Source: an optimization exercise on an open RTL-to-GDS flow (aim: small area and few clock cycles). Production flows keep margins and buffers that such runs may drop.
Where RTL was checked, it was by simulation tests only, not by an equivalence proof against the original.
The clock port is modelled as an ideal driver; clocking choices that lean on that would not hold on a real chip.
No activity file was given, so power comes from the tool's default toggle rates.

Setup of sierra:
// tlv_packet_attribute_parser
module tlv_packet_attribute_parser #(
    parameter int OFFSET_BITS = tpap_pkg::OFFSET_BITS_DEF
) (
    input  wire                                i_clk,
    input  wire                                i_rst_n,
    input  wire                                i_s_tvalid,
    output logic                               o_s_tready,
    input  wire  [7:0]                         i_s_tdata,   
    input  wire                                i_s_tlast,   
    output logic                               o_m_tvalid,
    input  wire                                i_m_tready,
    output logic [tpap_pkg::RES_TDATA_W-1:0]   o_m_tdata,
    output logic [0:0]                         o_m_tuser,   
    input  wire                                i_cfg_we,
    input  wire  [tpap_pkg::CFG_IDX_W-1:0]     i_cfg_idx,
    input  wire  [7:0]                         i_cfg_wdata
);
Size: about 250 flip-flops.
==> flow/config.mk <==
export PLATFORM = sky130hd
export DESIGN_NAME = tlv_packet_attribute_parser
export DESIGN_NICKNAME = tlv_packet_attribute_parser
export VERILOG_FILES = /design/flow/design.v
export SDC_FILE = /design/flow/constraint.sdc
export NUM_CORES = 4
export LEC_CHECK = 0
export CAP_MARGIN = 20
export CORE_MARGIN = 2
export CORE_UTILIZATION = 40
export SLEW_MARGIN = 20
==> flow/constraint.sdc <==
create_clock -name core_clock -period 5.0 [get_ports {i_clk}]
set_input_delay 1.0000 -clock core_clock [delete_from_list [all_inputs] [get_ports {i_clk}]]
set_output_delay 1.0000 -clock core_clock [all_outputs]
set_load 0.01 [all_outputs]
standard.sh (not shown) runs the stock make flow with config.mk's settings and CLKGATE_MAP_FILE= SYNTH_SCRIPT=/design/flow/synth_recipe.tcl, a recipe that flattens the netlist after the stock synthesis.
==> flow/flow/run.sh <==
#!/bin/bash
# Standard layout, with plain buf_1 cells as the port buffers and no dummy
# loads in the clock tree. make's full output goes to make_finish.log here.
set -euo pipefail
export BUFFER_PORTS_ARGS="-buffer_cell sky130_fd_sc_hd__buf_1"
export CTS_ARGS="-sink_clustering_enable -repair_clock_nets -dont_use_dummy_load"
bash standard.sh finish > make_finish.log 2>&1
Changes in ember relative to sierra:
- CTS_BUF_LIST now sky130_fd_sc_hd__clkbuf_2 sky130_fd_sc_hd__clkbuf_4, previously not set
- CORE_UTILIZATION now 60, was 40
- ABC_AREA now 1, previously not set
==> flow/run.sh (new file) <==
#!/bin/bash
# synth_recipe.tcl (not shown) runs the flow's synth.tcl, then flattens the netlist and writes it again
# the make line also repeats each setting of config.mk as NAME=value (left out here)
make -C /OpenROAD-flow-scripts/flow DESIGN_CONFIG=/design/flow/config.mk WORK_HOME=/design/flow/orfs CLKGATE_MAP_FILE= SYNTH_SCRIPT=/design/flow/synth_recipe.tcl finish
removed: flow/flow/run.sh
removed: flow/standard.sh
Findings:
Delta (ember minus sierra): share of final-layout standard cells stronger than drive strength 1 higher; overall routed net length went up; first-pass GRT wire length saw an increase. | clock-buffer cell count | lower: sierra |. Relative to sierra, ember improves setup skew after layout. [compare] base=sierra new=ember: met2 wire length now larger, part of the total power dissipated in the clock network now larger, fmax now larger.
Function was not checked in any run of this note: the RTL went through the layout flow alone.

* * *

red:
tlv_packet_attribute_parser, a different RTL version from the one above (not shown whole).
Size: ~600 cells after synthesis, roughly 150 I/O pins, roughly 9900 um2 of cells after synthesis.
Settings: LEC_CHECK=0, CAP_MARGIN=20, CORE_MARGIN=2, CORE_UTILIZATION=85, SLEW_MARGIN=20; clock period 5.0 ns.
==> flow/flow/run.sh <==
#!/bin/bash
# Standard layout with three changes: plain buf_1 cells as the port buffers,
# a clock tree of clkbuf_4 cells without dummy loads, and, after CTS, gates
# off the critical paths are downsized (then slew and capacitance are
# repaired again). make's full output goes to make_finish.log here.
set -euo pipefail
export BUFFER_PORTS_ARGS="-buffer_cell sky130_fd_sc_hd__buf_1"
export CTS_ARGS="-sink_clustering_enable -repair_clock_nets -dont_use_dummy_load -buf_list sky130_fd_sc_hd__clkbuf_4 -sink_clustering_size 10 -sink_clustering_max_diameter 40"
export POST_CTS_TCL="$PWD/flow/post_cts.tcl"
bash standard.sh finish > make_finish.log 2>&1
==> flow/flow/post_cts.tcl <==
# Downsize gates that have timing slack, then repair slew and capacitance
# and legalize the placement again.
estimate_parasitics -placement
repair_timing -recover_power 100 -verbose
repair_design -slew_margin 20 -cap_margin 20 -verbose
detailed_placement
check_placement -verbose
estimate_parasitics -placement
report_worst_slack -max
report_worst_slack -min
Seen in the log of red: DPL-0033 during 3_5_place_dp, after which the run never completed.
Testbench counts of red, summed over its fixed seeds: cycles 204,696.
Setup changes, red to blue
# red
export LEC_CHECK = 0
export CAP_MARGIN = 20
export CORE_MARGIN = 2
export CORE_UTILIZATION = 85
export SLEW_MARGIN = 20
create_clock -name core_clock -period 5.0 [get_ports {i_clk}]
# blue
export LEC_CHECK = 0
export CAP_MARGIN = 20
export CORE_MARGIN = 2
export CORE_UTILIZATION = 40
export SLEW_MARGIN = 20
create_clock -name core_clock -period 5.0 [get_ports {i_clk}]
==> flow/flow/run.sh <==
#!/bin/bash
# Standard layout, with plain buf_1 cells as the port buffers and a clock
# tree of small buffers without dummy loads. make's full output goes to
# make_finish.log here.
set -euo pipefail
export BUFFER_PORTS_ARGS="-buffer_cell sky130_fd_sc_hd__buf_1"
export CTS_ARGS="-sink_clustering_enable -repair_clock_nets -dont_use_dummy_load -buf_list {sky130_fd_sc_hd__clkbuf_4 sky130_fd_sc_hd__clkbuf_8} -sink_clustering_size 12 -sink_clustering_max_diameter 60"
bash standard.sh finish > make_finish.log 2>&1
removed: flow/flow/post_cts.tcl
[summary]
- Having completed the whole flow, blue delivered a layout that passed the timing, DRC and antenna checks.
- Comparing row count for blue and red, the bigger number came from blue.
- Compared with red, final weighted congestion in routability-driven placement in blue decreased by more than 10%.
- Delta (blue minus red): number of instances in the synthesized netlist about even, synthesized area about even, die height rose 49 um, number of port buffers about even.
- Effective utilization at floorplan is lower on blue
- Comparing blue and red, half-perimeter wire length after placement is lower on blue.
What green does differently from blue at the input level:
# blue
export LEC_CHECK = 0
export CAP_MARGIN = 20
export CORE_MARGIN = 2
export CORE_UTILIZATION = 40
export SLEW_MARGIN = 20
create_clock -name core_clock -period 5.0 [get_ports {i_clk}]
# green
export LEC_CHECK = 0
export CAP_MARGIN = 5
export CORE_MARGIN = 2
export CORE_UTILIZATION = 65
export SLEW_MARGIN = 5
create_clock -name core_clock -period 5.0 [get_ports {i_clk}]
==> flow/flow/run.sh <==
#!/bin/bash
# Standard layout with three changes: plain buf_1 cells as the port buffers,
# a clock tree of clkbuf_4 cells without dummy loads, and, after CTS, gates
# off the critical paths are downsized (then slew and capacitance are
# repaired again). make's full output goes to make_finish.log here.
set -euo pipefail
export BUFFER_PORTS_ARGS="-buffer_cell sky130_fd_sc_hd__buf_1"
export CTS_ARGS="-sink_clustering_enable -repair_clock_nets -dont_use_dummy_load -buf_list sky130_fd_sc_hd__clkbuf_4 -sink_clustering_size 10 -sink_clustering_max_diameter 40"
export POST_CTS_TCL="$PWD/flow/post_cts.tcl"
bash standard.sh finish > make_finish.log 2>&1
==> flow/flow/post_cts.tcl (new file) <==
# Downsize gates that have timing slack, then repair slew and capacitance
# and legalize the placement again.
estimate_parasitics -placement
repair_timing -recover_power 100 -verbose
repair_design -slew_margin $::env(SLEW_MARGIN) -cap_margin $::env(CAP_MARGIN) -verbose
detailed_placement
check_placement -verbose
estimate_parasitics -placement
report_worst_slack -max
report_worst_slack -min
## What came out
Relative to blue, total power has decreased by 5.5% in green. In the metrics for blue and green, the one carrying the higher die footprint is blue. Of the two values seen for first element of the critical path, r_cnt[6] was produced by blue and r_len[8] by green. Re arrival time of the worst setup path: blue and green aren't equal, and the higher value belongs to green. Against blue as the reference, green delivers a higher post-route minimum period.
## Diff of input files: orange against green
# green
export LEC_CHECK = 0
export CAP_MARGIN = 5
export CORE_MARGIN = 2
export CORE_UTILIZATION = 65
export SLEW_MARGIN = 5
create_clock -name core_clock -period 5.0 [get_ports {i_clk}]
# orange
export LEC_CHECK = 0
export CAP_MARGIN = 20
export CORE_MARGIN = 2
export CORE_UTILIZATION = 40
export SLEW_MARGIN = 20
create_clock -name core_clock -period 5.0 [get_ports {i_clk}]
-- flow/flow/post_cts.tcl --
<<< green, line 4
repair_timing -recover_power 100 -verbose
repair_design -slew_margin $::env(SLEW_MARGIN) -cap_margin $::env(CAP_MARGIN) -verbose
detailed_placement
>>> orange, line 4
repair_timing -recover_power 100 -verbose
repair_design -slew_margin 20 -cap_margin 20 -verbose
detailed_placement
Results
- On weighted congestion at the end of routability-driven global placement, the lower figure sits with orange, not green.
- Worst hold slack in orange is 7.9 ps below green.
- Average wire length per cell after detail routing delta for orange relative to green: about 10% lower
- Looking at worst setup path endpoint, the r_sum[48] result is from green; the r_cnt[15] one comes from orange.
[inputs] purple vs orange
# orange
export LEC_CHECK = 0
export CAP_MARGIN = 20
export CORE_MARGIN = 2
export CORE_UTILIZATION = 40
export SLEW_MARGIN = 20
create_clock -name core_clock -period 5.0 [get_ports {i_clk}]
# purple
export LEC_CHECK = 0
export CAP_MARGIN = 20
export CORE_MARGIN = 2
export CORE_UTILIZATION = 65
export GPL_TIMING_DRIVEN = 0
export SLEW_MARGIN = 20
create_clock -name core_clock -period 5.0 [get_ports {i_clk}]
Results
- purple ended up with a higher final period utilization than orange did.
- Diff orange -> purple: count of nets after finishing now sits higher; transition time at the pin with the least slew margin decreased by 160 ps relative to the old numbers; setup slack -550 ps; post-route DRC violation count shows no meaningful change.
- Comparing post-DP HPWL for purple and orange, the smaller number came from purple.
- Looking at cell count across purple and orange, the one that comes out lower is purple.
- The standard cells in purple occupy less silicon area than those in orange do.

-- re-timing with driven ports --
In the flow no input, the clock included, has a driving cell. The finished layouts below were timed again as built, in two steps.
Step 1: set_driving_cell puts a clkbuf_16 on i_clk and a buf_2 on each other input, an assumption about the parent block.
Step 2 also shifts input and output timing later by t, the mid clock arrival at the registers, as if the neighbouring blocks saw the same clock.
Slacks: ideal ports / drivers / drivers and shift; pairs: ideal ports / drivers.
| run | shift t [ns] | setup WS [ns] | latest minus earliest clock arrival (ns) | worst register clock-pin slew, ns | worst slew at a driven data input, ns |
|---|---|---|---|---|---|
| sierra | 0.554 | 0.772 / 0.772 / 0.772 | 0.056 / 0.056 | 0.06 / 0.06 | 0.04 |
| ember | 0.708 | 1.309 / 1.309 / 1.309 | 0.034 / 0.034 | 0.08 / 0.08 | 0.04 |
| blue | 0.565 | 1.445 / 1.445 / 1.378 | 0.049 / 0.048 | 0.09 / 0.09 | 0.06 |
| green | 0.675 | 0.901 / 0.901 / 0.595 | 0.105 / 0.105 | 0.11 / 0.11 | 0.04 |
| orange | 0.651 | 1.428 / 1.428 / 1.196 | 0.066 / 0.066 | 0.11 / 0.11 | 0.06 |
| purple | 0.629 | 0.881 / 0.881 / 0.437 | 0.058 / 0.058 | 0.10 / 0.10 | 0.05 |
After both steps every run listed still meets setup and hold. The setup slack of purple, which loses most, moves by 0.000 ns with the drivers and by -0.444 ns with both steps.
